Source: an optimization exercise on an open RTL-to-GDS flow (aim: small area, a short achievable clock period and few clock cycles). Production flows keep margins and buffers that such runs may drop.
No activity file was given, so power comes from the tool's default toggle rates.

Setup of the reference run:
==> flow/design.v (excerpt) <==
module rms_level_meter_peak_hold #(
    parameter int MAX_FRAMES = rlm_pkg::RLM_MAX_FRAMES
) (
    input  logic                                i_clk,
    input  logic                                i_rst_n,
    input  logic                                i_in_valid,
    output logic                                o_in_ready,
    input  logic signed [rlm_pkg::SAMPLE_W-1:0] i_sample,
    input  logic                                i_last_sample,
    output logic                                o_out_valid,
    input  logic                                i_out_ready,
    output logic [rlm_pkg::LEVEL_W-1:0]         o_level,
    output logic [rlm_pkg::LEVEL_W-1:0]         o_peak_level
);
==> flow/config.mk <==
export PLATFORM = sky130hd
export DESIGN_NAME = rms_level_meter_peak_hold
export DESIGN_NICKNAME = rms_level_meter_peak_hold
export VERILOG_FILES = /design/flow/design.v
export SDC_FILE = /design/flow/constraint.sdc
export NUM_CORES = 4
export LEC_CHECK = 0
export ABC_CLOCK_PERIOD_IN_PS = 3000
export CAP_MARGIN = 20
export CORE_MARGIN = 2
export CORE_UTILIZATION = 40
export SLEW_MARGIN = 20
==> flow/constraint.sdc <==
create_clock -name core_clock -period 10.0 [get_ports {i_clk}]
set_input_delay 2.0000 -clock core_clock [delete_from_list [all_inputs] [get_ports {i_clk}]]
set_output_delay 2.0000 -clock core_clock [all_outputs]
set_load 0.01 [all_outputs]
standard.sh (not shown) runs the stock make flow with config.mk's settings and CLKGATE_MAP_FILE= SYNTH_SCRIPT=/design/flow/synth_recipe.tcl, a recipe that flattens the netlist after the stock synthesis.
==> flow/flow/run.sh <==
#!/bin/bash
# The standard layout, with repair_timing aiming well past the 10 ns clock so that the
# resizer sizes gates and buffers for the period this design can reach. Constraints unchanged.
set -euo pipefail
MARGIN=$(cat flow/margin.txt)
bash standard.sh SETUP_SLACK_MARGIN=$MARGIN finish > standard_flow.log 2>&1
==> flow/flow/margin.txt <==
6.8
Changes in the trial run relative to the reference run:
-- flow/design.v --
<<< the reference run, line 11
    input  logic        i_rst_n,
    input  logic        i_load,
    input  logic [38:0] i_as,
    input  logic [38:0] i_ac,
    input  logic [7:0]  i_nm1,
    input  logic        i_out_ready,
>>> the trial run, line 11
    input  logic        i_rst_n,
    input  logic        i_load,
    input  logic [38:0] i_sum,
    input  logic [7:0]  i_nm1,
    input  logic        i_out_ready,
<<< the reference run, line 30
    logic [39:0] r_r;
    logic [9:0]  r_c;
    logic        r_cf;      
    logic [38:0] r_rc;      
    logic        r_ca;      
    logic        r_top;     
    wire [2:0] w_ds  = {1'b0, r_r[1:0]} + {1'b0, r_rc[1:0]} + {2'd0, r_ca};
    wire [1:0] w_dig = r_dig ? {w_ds[1] & ~r_top, w_ds[0]} : 2'd0;
    wire [2:0] w_lo  = {1'b0, w_dig} + {1'b0, r_c[1:0]} + {2'd0, r_cf};
    wire [9:0] w_k   = (w_dig == 2'd0) ? 10'd0 : (w_dig == 2'd1) ? 10'd156 :
                       (w_dig == 2'd2) ? 10'd312 : 10'd468;
    wire [9:0] w_cn  = w_k + {2'd0, r_c[9:2]};
    wire [8:0]  w_a   = r_div ? {r_r[39:32], r_r[31]} : {1'b0, r_r[39:32]};
    wire [8:0]  w_b   = r_div ? {1'b0, i_nm1} : {2'b00, r_c[6:0]};
>>> the trial run, line 29
    logic [39:0] r_r;
    logic [9:0]  r_c;
    wire [1:0] w_dig = r_dig ? r_r[1:0] : 2'd0;
    wire [2:0] w_lo  = {1'b0, w_dig} + {1'b0, r_c[1:0]};
    wire [9:0] w_k   = (w_dig == 2'd0) ? 10'd0 : (w_dig == 2'd1) ? 10'd156 :
                       (w_dig == 2'd2) ? 10'd312 : 10'd468;
    wire [9:0] w_cn  = w_k + {2'd0, r_c[9:2]} + {9'd0, w_lo[2]};
    wire [8:0]  w_a   = r_div ? {r_r[39:32], r_r[31]} : {1'b0, r_r[39:32]};
    wire [8:0]  w_b   = r_div ? {1'b0, i_nm1} : {2'b00, r_c[6:0]};
<<< the reference run, line 83
            r_cnt   <= 5'd23;
            r_dig   <= 1'b1;
            r_r     <= {1'b0, i_as};
            r_rc    <= i_ac;
            r_ca    <= 1'b0;
            r_top   <= 1'b0;
            r_c     <= 10'd0;
            r_cf    <= 1'b0;
        end else begin
            r_cnt   <= w_last ? (r_mul ? 5'd13 : 5'd6) : r_cnt - 5'd1;
            r_top <= (r_cnt == 5'd5);
            if (r_cnt == 5'd4) begin
                r_dig <= 1'b0;
            end
            if (r_mul) begin
                r_r  <= {w_lo[1:0], r_r[39:2]};
                r_rc <= {2'b00, r_rc[38:2]};
                r_ca <= w_ds[2];
                r_c  <= w_cn;
                r_cf <= w_lo[2];
            end else if (r_div) begin
                r_r[39:32] <= w_last ? 8'd0 : w_pdiv;
>>> the trial run, line 77
            r_cnt   <= 5'd23;
            r_dig   <= 1'b1;
            r_r     <= {1'b0, i_sum};
            r_c     <= 10'd0;
        end else begin
            r_cnt   <= w_last ? (r_mul ? 5'd13 : 5'd6) : r_cnt - 5'd1;
            if (r_cnt == 5'd4) begin
                r_dig <= 1'b0;
            end
            if (r_mul) begin
                r_r <= {w_lo[1:0], r_r[39:2]};
                r_c <= w_cn;
            end else if (r_div) begin
                r_r[39:32] <= w_last ? 8'd0 : w_pdiv;
<<< the reference run, line 748
        r_ac <= w_ac;
    end
    rlm_ctrl u_lvl (
        .i_clk   (i_clk),
        .i_rst_n (i_rst_n),
        .i_load  (r_xfer),
        .i_as    (r_as),
        .i_ac    (r_ac),
        .i_nm1   (r_ncap),
        .i_out_ready (i_out_ready),
>>> the trial run, line 734
        r_ac <= w_ac;
    end
    wire [SW-1:0] w_sum = r_as + r_ac;
    rlm_ctrl u_lvl (
        .i_clk   (i_clk),
        .i_rst_n (i_rst_n),
        .i_load  (r_xfer),
        .i_sum   (w_sum),
        .i_nm1   (r_ncap),
        .i_out_ready (i_out_ready),
==> comparison <==
For the trial run, the largest power group was combinational cells, unlike the reference run, where it was registers.
Going from the reference run to the trial run, hold slack now sits higher, routed length on met2 has increased, maximum clock insertion buffer count went down 1, sum of buffers and inverters on the critical path moved down.
Design area sits higher in the trial run than in the reference run.
For total number of clock tree sinks, dividing the value from the trial run by the value from the reference run gives 0.815.
Diff the reference run -> the trial run: highest clock rate decreased by 0.77% relative to the old numbers, total power has decreased, number of signal-net buffers in the layout fell 4.
When the trial run is set beside the reference run, its arrival time of the worst setup path turns out to be 0.17 ns smaller.
Compared to the reference run, the routing of the trial run uses more wire.
No functional check of the RTL was part of any run of this note.


## run a
rms_level_meter_peak_hold, a different RTL version from the one above (not shown whole).
Size in the first run: about 37 I/O pins, ~0.015 mm^2 of cells after synthesis.
Design rms_level_meter_peak_hold, start of the top module:
module rms_level_meter_peak_hold #(
    parameter int MAX_FRAMES = rlm_pkg::RLM_MAX_FRAMES
) (
    input  logic                                i_clk,
    input  logic                                i_rst_n,
    input  logic                                i_in_valid,
    output logic                                o_in_ready,
    input  logic signed [rlm_pkg::SAMPLE_W-1:0] i_sample,
    input  logic                                i_last_sample,
    output logic                                o_out_valid,
    input  logic                                i_out_ready,
    output logic [rlm_pkg::LEVEL_W-1:0]         o_level,
    output logic [rlm_pkg::LEVEL_W-1:0]         o_peak_level
);
    localparam int SW = rlm_pkg::SUM_W;
    logic          r_rdy;      
    logic [7:0]    r_cnt;      
    logic [7:0]    r_ncap;     
    logic [14:0]   r_y;        
    logic          r_s;        
    logic          r_v;        
    logic          r_cl;       
    logic          r_done;     
    logic          r_xfer;     
    logic          r_zero;     
  ...
==> module rlm_ctrl, before the edit <==
module rlm_ctrl (
    input  logic        i_clk,
    input  logic        i_rst_n,
    input  logic        i_load,
    input  logic [38:0] i_sum,
    input  logic [7:0]  i_nm1,
    input  logic        i_out_ready,
    output logic        o_busy,
    output logic        o_fin,
    output logic        o_valid,
    output logic [6:0]  o_level
);
    logic [3:0]  r_cnt;     
    logic        r_busy;
    logic        r_mul;
    logic        r_dig;     
    logic        r_div;
    logic        r_sqrt;
    logic        r_first;   
    logic        r_fin;     
    logic        r_ov;      
    logic [39:0] r_r;
    logic [9:0]  r_c;
    wire [3:0]  w_dig = r_dig ? r_r[3:0] : 4'd0;
    wire [13:0] w_t   = 14'(w_dig * 10'd625) + 14'(r_c);
    wire [7:0]  w_rem = r_first ? 8'd0 : r_r[39:32];
    wire [9:0]  w_a   = r_div ? {1'b0, r_r[39:32], r_r[31]} : {w_rem, r_r[31:30]};
    wire [9:0]  w_b   = r_div ? {2'b00, i_nm1} : {1'b0, r_c[6:0], 2'b00};
    wire [10:0] w_sum = {1'b0, w_a} + {1'b0, ~w_b};
    wire        w_ge  = w_sum[10];
    wire [7:0]  w_new = w_ge ? w_sum[7:0] : w_a[7:0];
    wire w_last = (r_cnt == 4'd0);
    always_ff @(posedge i_clk) begin
        if (!i_rst_n) begin
            r_busy <= 1'b0;
            r_mul  <= 1'b0;
            r_div  <= 1'b0;
            r_sqrt <= 1'b0;
            r_fin  <= 1'b0;
            r_ov   <= 1'b0;
        end else if (i_load) begin
            r_busy <= 1'b1;
            r_mul  <= 1'b1;
            r_div  <= 1'b0;
            r_sqrt <= 1'b0;
            r_fin  <= 1'b0;
            r_ov   <= 1'b0;
        end else begin
            if (r_ov & i_out_ready) begin
                r_busy <= 1'b0;
                r_ov   <= 1'b0;
            end
            if (r_fin) begin
                r_ov <= 1'b1;
            end
            r_fin <= w_last & r_sqrt;
            if (w_last) begin
                r_mul  <= 1'b0;
                r_div  <= r_mul;
                r_sqrt <= r_div;
            end
        end
    end
    always_ff @(posedge i_clk) begin
        if (i_load) begin
            r_cnt   <= 4'd11;
            r_dig   <= 1'b1;
            r_first <= 1'b0;
            r_r     <= {1'b0, i_sum};
            r_c     <= 10'd0;
        end else begin
            r_cnt   <= w_last ? (r_mul ? 4'd13 : 4'd6) : r_cnt - 4'd1;
            if (r_cnt == 4'd2) begin
                r_dig <= 1'b0;
            end
            r_first <= w_last & r_div;
            if (r_mul) begin
                r_r <= {w_t[3:0], r_r[39:4]};
                r_c <= w_t[13:4];
            end else if (r_div) begin
                r_r[39:32] <= w_new;
                r_r[31:18] <= {r_r[30:18], w_ge};
            end else if (r_sqrt) begin
                r_r[39:32] <= w_new;
                r_r[31:18] <= {r_r[29:18], 2'b00};
                r_c[6:0]   <= {r_c[5:0], w_ge};
            end
        end
    end
    assign o_busy  = r_busy;
    assign o_fin   = r_fin;
    assign o_valid = r_ov;
    assign o_level = r_c[6:0];
endmodule
==> module rms_level_meter_peak_hold, before the edit <==
module rms_level_meter_peak_hold #(
    parameter int MAX_FRAMES = rlm_pkg::RLM_MAX_FRAMES
) (
    input  logic                                i_clk,
    input  logic                                i_rst_n,
    input  logic                                i_in_valid,
    output logic                                o_in_ready,
    input  logic signed [rlm_pkg::SAMPLE_W-1:0] i_sample,
    input  logic                                i_last_sample,
    output logic                                o_out_valid,
    input  logic                                i_out_ready,
    output logic [rlm_pkg::LEVEL_W-1:0]         o_level,
    output logic [rlm_pkg::LEVEL_W-1:0]         o_peak_level
);
    localparam int SW = rlm_pkg::SUM_W;
    logic          r_rdy;      
    logic [7:0]    r_cnt;      
    logic [7:0]    r_ncap;     
    logic [14:0]   r_y;        
    logic          r_s;        
    logic          r_v;        
    logic          r_cl;       
    logic          r_done;     
    logic          r_xfer;     
    logic          r_zero;     
    logic [SW-1:0] r_as;
    logic [SW-1:0] r_ac;
    logic [6:0]    r_pk;
    wire       w_busy;
    wire       w_fin;
    wire       w_ov;
    wire [6:0] w_level;
    wire w_full    = ~r_cl & ((r_v & (r_cnt == 8'd254)) | (~r_v & (r_cnt == 8'd255)));
    wire w_take_in = i_in_valid & r_rdy & i_rst_n;
    wire w_close   = w_take_in & (i_last_sample | w_full);
    wire w_block   = r_cl | r_done | w_busy;
    wire w_unblock = r_xfer & ~r_cl;
    wire w_ncap_ld = (r_cl & r_rdy) | (w_unblock & ~r_rdy);
    wire w_busy_n  = r_xfer | (w_busy & ~(w_ov & i_out_ready));
    wire w_done_n  = r_cl | (r_done & ~r_xfer);
    always_ff @(posedge i_clk) begin
        if (!i_rst_n) begin
            r_rdy  <= 1'b1;
            r_cnt  <= 8'd0;
            r_v    <= 1'b0;
            r_cl   <= 1'b0;
            r_done <= 1'b0;
            r_xfer <= 1'b0;
            r_zero <= 1'b1;
        end else begin
            if (r_rdy) begin
                r_rdy <= ~(w_close & w_block);
            end else begin
                r_rdy <= w_unblock;
            end
            if (w_ncap_ld) begin
                r_cnt <= 8'd0;
            end else if (r_v & ~r_cl) begin
                r_cnt <= r_cnt + 8'd1;
            end
            r_v    <= w_take_in;
            r_cl   <= w_close;
            r_done <= w_done_n;
            r_xfer <= w_done_n & ~w_busy_n;
            r_zero <= w_done_n & ~w_busy_n;
        end
    end
    always_ff @(posedge i_clk) begin
        if (w_ncap_ld) begin
            r_ncap <= r_cnt;
        end
    end
    always_ff @(posedge i_clk) begin
        r_y <= w_take_in ? (i_sample[14:0] ^ {15{i_sample[15]}}) : 15'd0;
        r_s <= w_take_in & i_sample[15];
    end
    wire [SW-1:0] w_as;
    wire [SW-1:0] w_ac;
    rlm_csa u_csa (
        .y   (r_y),
        .s   (r_s),
        .as_ (r_as & {SW{~r_zero}}),
        .ac  (r_ac & {SW{~r_zero}}),
        .os_ (w_as),
        .oc  (w_ac)
    );
    always_ff @(posedge i_clk) begin
        r_as <= w_as;
        r_ac <= w_ac;
    end
    wire [SW-1:0] w_sum = r_as + r_ac;
    rlm_ctrl u_lvl (
        .i_clk   (i_clk),
        .i_rst_n (i_rst_n),
        .i_load  (r_xfer),
        .i_sum   (w_sum),
        .i_nm1   (r_ncap),
        .i_out_ready (i_out_ready),
        .o_busy  (w_busy),
        .o_fin   (w_fin),
        .o_valid (w_ov),
        .o_level (w_level)
    );
    always_ff @(posedge i_clk) begin
        if (!i_rst_n) begin
            r_pk <= 7'd0;
        end else if (w_fin && (w_level > r_pk)) begin
            r_pk <= w_level;
        end
    end
    assign o_in_ready   = r_rdy;
    assign o_out_valid  = w_ov;
    assign o_level      = w_level;
    assign o_peak_level = r_pk;
endmodule
==> flow/config.mk <==
export PLATFORM = sky130hd
export DESIGN_NAME = rms_level_meter_peak_hold
export DESIGN_NICKNAME = rms_level_meter_peak_hold
export VERILOG_FILES = /design/flow/design.v
export SDC_FILE = /design/flow/constraint.sdc
export NUM_CORES = 4
export LEC_CHECK = 0
export ABC_CLOCK_PERIOD_IN_PS = 3000
export CAP_MARGIN = 20
export CORE_MARGIN = 2
export CORE_UTILIZATION = 40
export SLEW_MARGIN = 20
==> flow/constraint.sdc <==
create_clock -name core_clock -period 10.0 [get_ports {i_clk}]
set_input_delay 2.0000 -clock core_clock [delete_from_list [all_inputs] [get_ports {i_clk}]]
set_output_delay 2.0000 -clock core_clock [all_outputs]
set_load 0.01 [all_outputs]
Scripts as last shown in full above: flow/flow/run.sh, flow/flow/margin.txt
Here is what was changed in the inputs of run b compared with run a.
--- a/flow/design.v
+++ b/flow/design.v
@@ -17,28 +17,31 @@
     output logic        o_fin,
     output logic        o_valid,
     output logic [6:0]  o_level
 );
-    logic [3:0]  r_cnt;     
+    logic [4:0]  r_cnt;     
     logic        r_busy;
     logic        r_mul;
     logic        r_dig;     
     logic        r_div;
     logic        r_sqrt;
-    logic        r_first;   
     logic        r_fin;     
     logic        r_ov;      
     logic [39:0] r_r;
     logic [9:0]  r_c;
-    wire [3:0]  w_dig = r_dig ? r_r[3:0] : 4'd0;
-    wire [13:0] w_t   = 14'(w_dig * 10'd625) + 14'(r_c);
-    wire [7:0]  w_rem = r_first ? 8'd0 : r_r[39:32];
-    wire [9:0]  w_a   = r_div ? {1'b0, r_r[39:32], r_r[31]} : {w_rem, r_r[31:30]};
-    wire [9:0]  w_b   = r_div ? {2'b00, i_nm1} : {1'b0, r_c[6:0], 2'b00};
-    wire [10:0] w_sum = {1'b0, w_a} + {1'b0, ~w_b};
-    wire        w_ge  = w_sum[10];
-    wire [7:0]  w_new = w_ge ? w_sum[7:0] : w_a[7:0];
-    wire w_last = (r_cnt == 4'd0);
+    wire [1:0] w_dig = r_dig ? r_r[1:0] : 2'd0;
+    wire [2:0] w_lo  = {1'b0, w_dig} + {1'b0, r_c[1:0]};
+    wire [9:0] w_k   = (w_dig == 2'd0) ? 10'd0 : (w_dig == 2'd1) ? 10'd156 :
+                       (w_dig == 2'd2) ? 10'd312 : 10'd468;
+    wire [9:0] w_cn  = w_k + {2'd0, r_c[9:2]} + {9'd0, w_lo[2]};
+    wire [8:0]  w_a   = r_div ? {r_r[39:32], r_r[31]} : {1'b0, r_r[39:32]};
+    wire [8:0]  w_b   = r_div ? {1'b0, i_nm1} : {2'b00, r_c[6:0]};
+    wire        w_bin = r_div | (r_r[31:30] == 2'b00);
+    wire [9:0]  w_d   = {1'b0, w_a} - {1'b0, w_b} - {9'd0, w_bin};
+    wire        w_ge  = ~w_d[9];
+    wire [7:0]  w_pdiv = w_ge ? w_d[7:0] : w_a[7:0];
+    wire [7:0]  w_psq  = w_ge ? {w_d[5:0], r_r[31:30] - 2'd1} : {r_r[37:32], r_r[31:30]};
+    wire w_last = (r_cnt == 5'd0);
     always_ff @(posedge i_clk) begin
         if (!i_rst_n) begin
             r_busy <= 1'b0;
             r_mul  <= 1'b0;
@@ -70,27 +73,25 @@
         end
     end
     always_ff @(posedge i_clk) begin
         if (i_load) begin
-            r_cnt   <= 4'd11;
+            r_cnt   <= 5'd23;
             r_dig   <= 1'b1;
-            r_first <= 1'b0;
             r_r     <= {1'b0, i_sum};
             r_c     <= 10'd0;
         end else begin
-            r_cnt   <= w_last ? (r_mul ? 4'd13 : 4'd6) : r_cnt - 4'd1;
-            if (r_cnt == 4'd2) begin
+            r_cnt   <= w_last ? (r_mul ? 5'd13 : 5'd6) : r_cnt - 5'd1;
+            if (r_cnt == 5'd4) begin
                 r_dig <= 1'b0;
             end
-            r_first <= w_last & r_div;
             if (r_mul) begin
-                r_r <= {w_t[3:0], r_r[39:4]};
-                r_c <= w_t[13:4];
+                r_r <= {w_lo[1:0], r_r[39:2]};
+                r_c <= w_cn;
             end else if (r_div) begin
-                r_r[39:32] <= w_new;
+                r_r[39:32] <= w_last ? 8'd0 : w_pdiv;
                 r_r[31:18] <= {r_r[30:18], w_ge};
             end else if (r_sqrt) begin
-                r_r[39:32] <= w_new;
+                r_r[39:32] <= w_psq;
                 r_r[31:18] <= {r_r[29:18], 2'b00};
                 r_c[6:0]   <= {r_c[5:0], w_ge};
             end
         end
@@ -731,9 +732,9 @@
     always_ff @(posedge i_clk) begin
         r_as <= w_as;
         r_ac <= w_ac;
     end
-    wire [SW-1:0] w_sum = r_as + r_ac;
+    wire [SW-1:0] w_sum = r_as ^ r_ac;
     rlm_ctrl u_lvl (
         .i_clk   (i_clk),
         .i_rst_n (i_rst_n),
         .i_load  (r_xfer),
Findings:
STATUS setup slack: run b wins against run a. Run b does better than run a on aggregate routed wire length. Run b vs. run a: total power of the final layout down about 9%; clock power down 9.2%; met3 layer wire length in the routed design down 3.7%; worst hold path stage count up 1. Across run a and run b, none had a timing, DRC or antenna violation. Against run a, wire length of the first global-routing pass in run b fell by more than 10%. Number of nets produced by synthesis (run b / run a): 0.808.
No functional check of the RTL was part of any run of this note.

==> separate check: timing with driven ports <==
The results above use ideal ports. As a check the final layouts listed here were re-extracted and re-timed, cells and wires unchanged. Step 1 assumes that a clkbuf_16 drives the clock port and a buf_2 every other input. Step 2 times the ports against the registers' clock, not the clock port: input delays grow and output delays shrink by t, the midpoint of the rising clock arrivals with the driver on. Three values: ideal ports, drivers, drivers and shift; two values: the first two.
| run | shift t [ns] | setup WS [ns] | worst setup path after step 2 | clock arrival spread, ns | cell pins on the clock port's net |
|---|---|---|---|---|---|
| the reference run | 0.581 | 6.822 / 6.788 / 6.563 | input to register | 0.015 / 0.015 | 1 |
| the trial run | 0.488 | 6.797 / 6.797 / 6.627 | input to register | 0.018 / 0.018 | 1 |
| run a | 0.509 | 6.758 / 6.758 / 6.462 | input to register | 0.022 / 0.022 | 1 |
| run b | 0.476 | 6.875 / 6.825 / 6.613 | input to register | 0.011 / 0.011 | 1 |
After both steps setup and hold are still met in every run listed. The setup slack of run a, which loses most, moves by 0.000 ns with the drivers and by -0.296 ns with both steps.
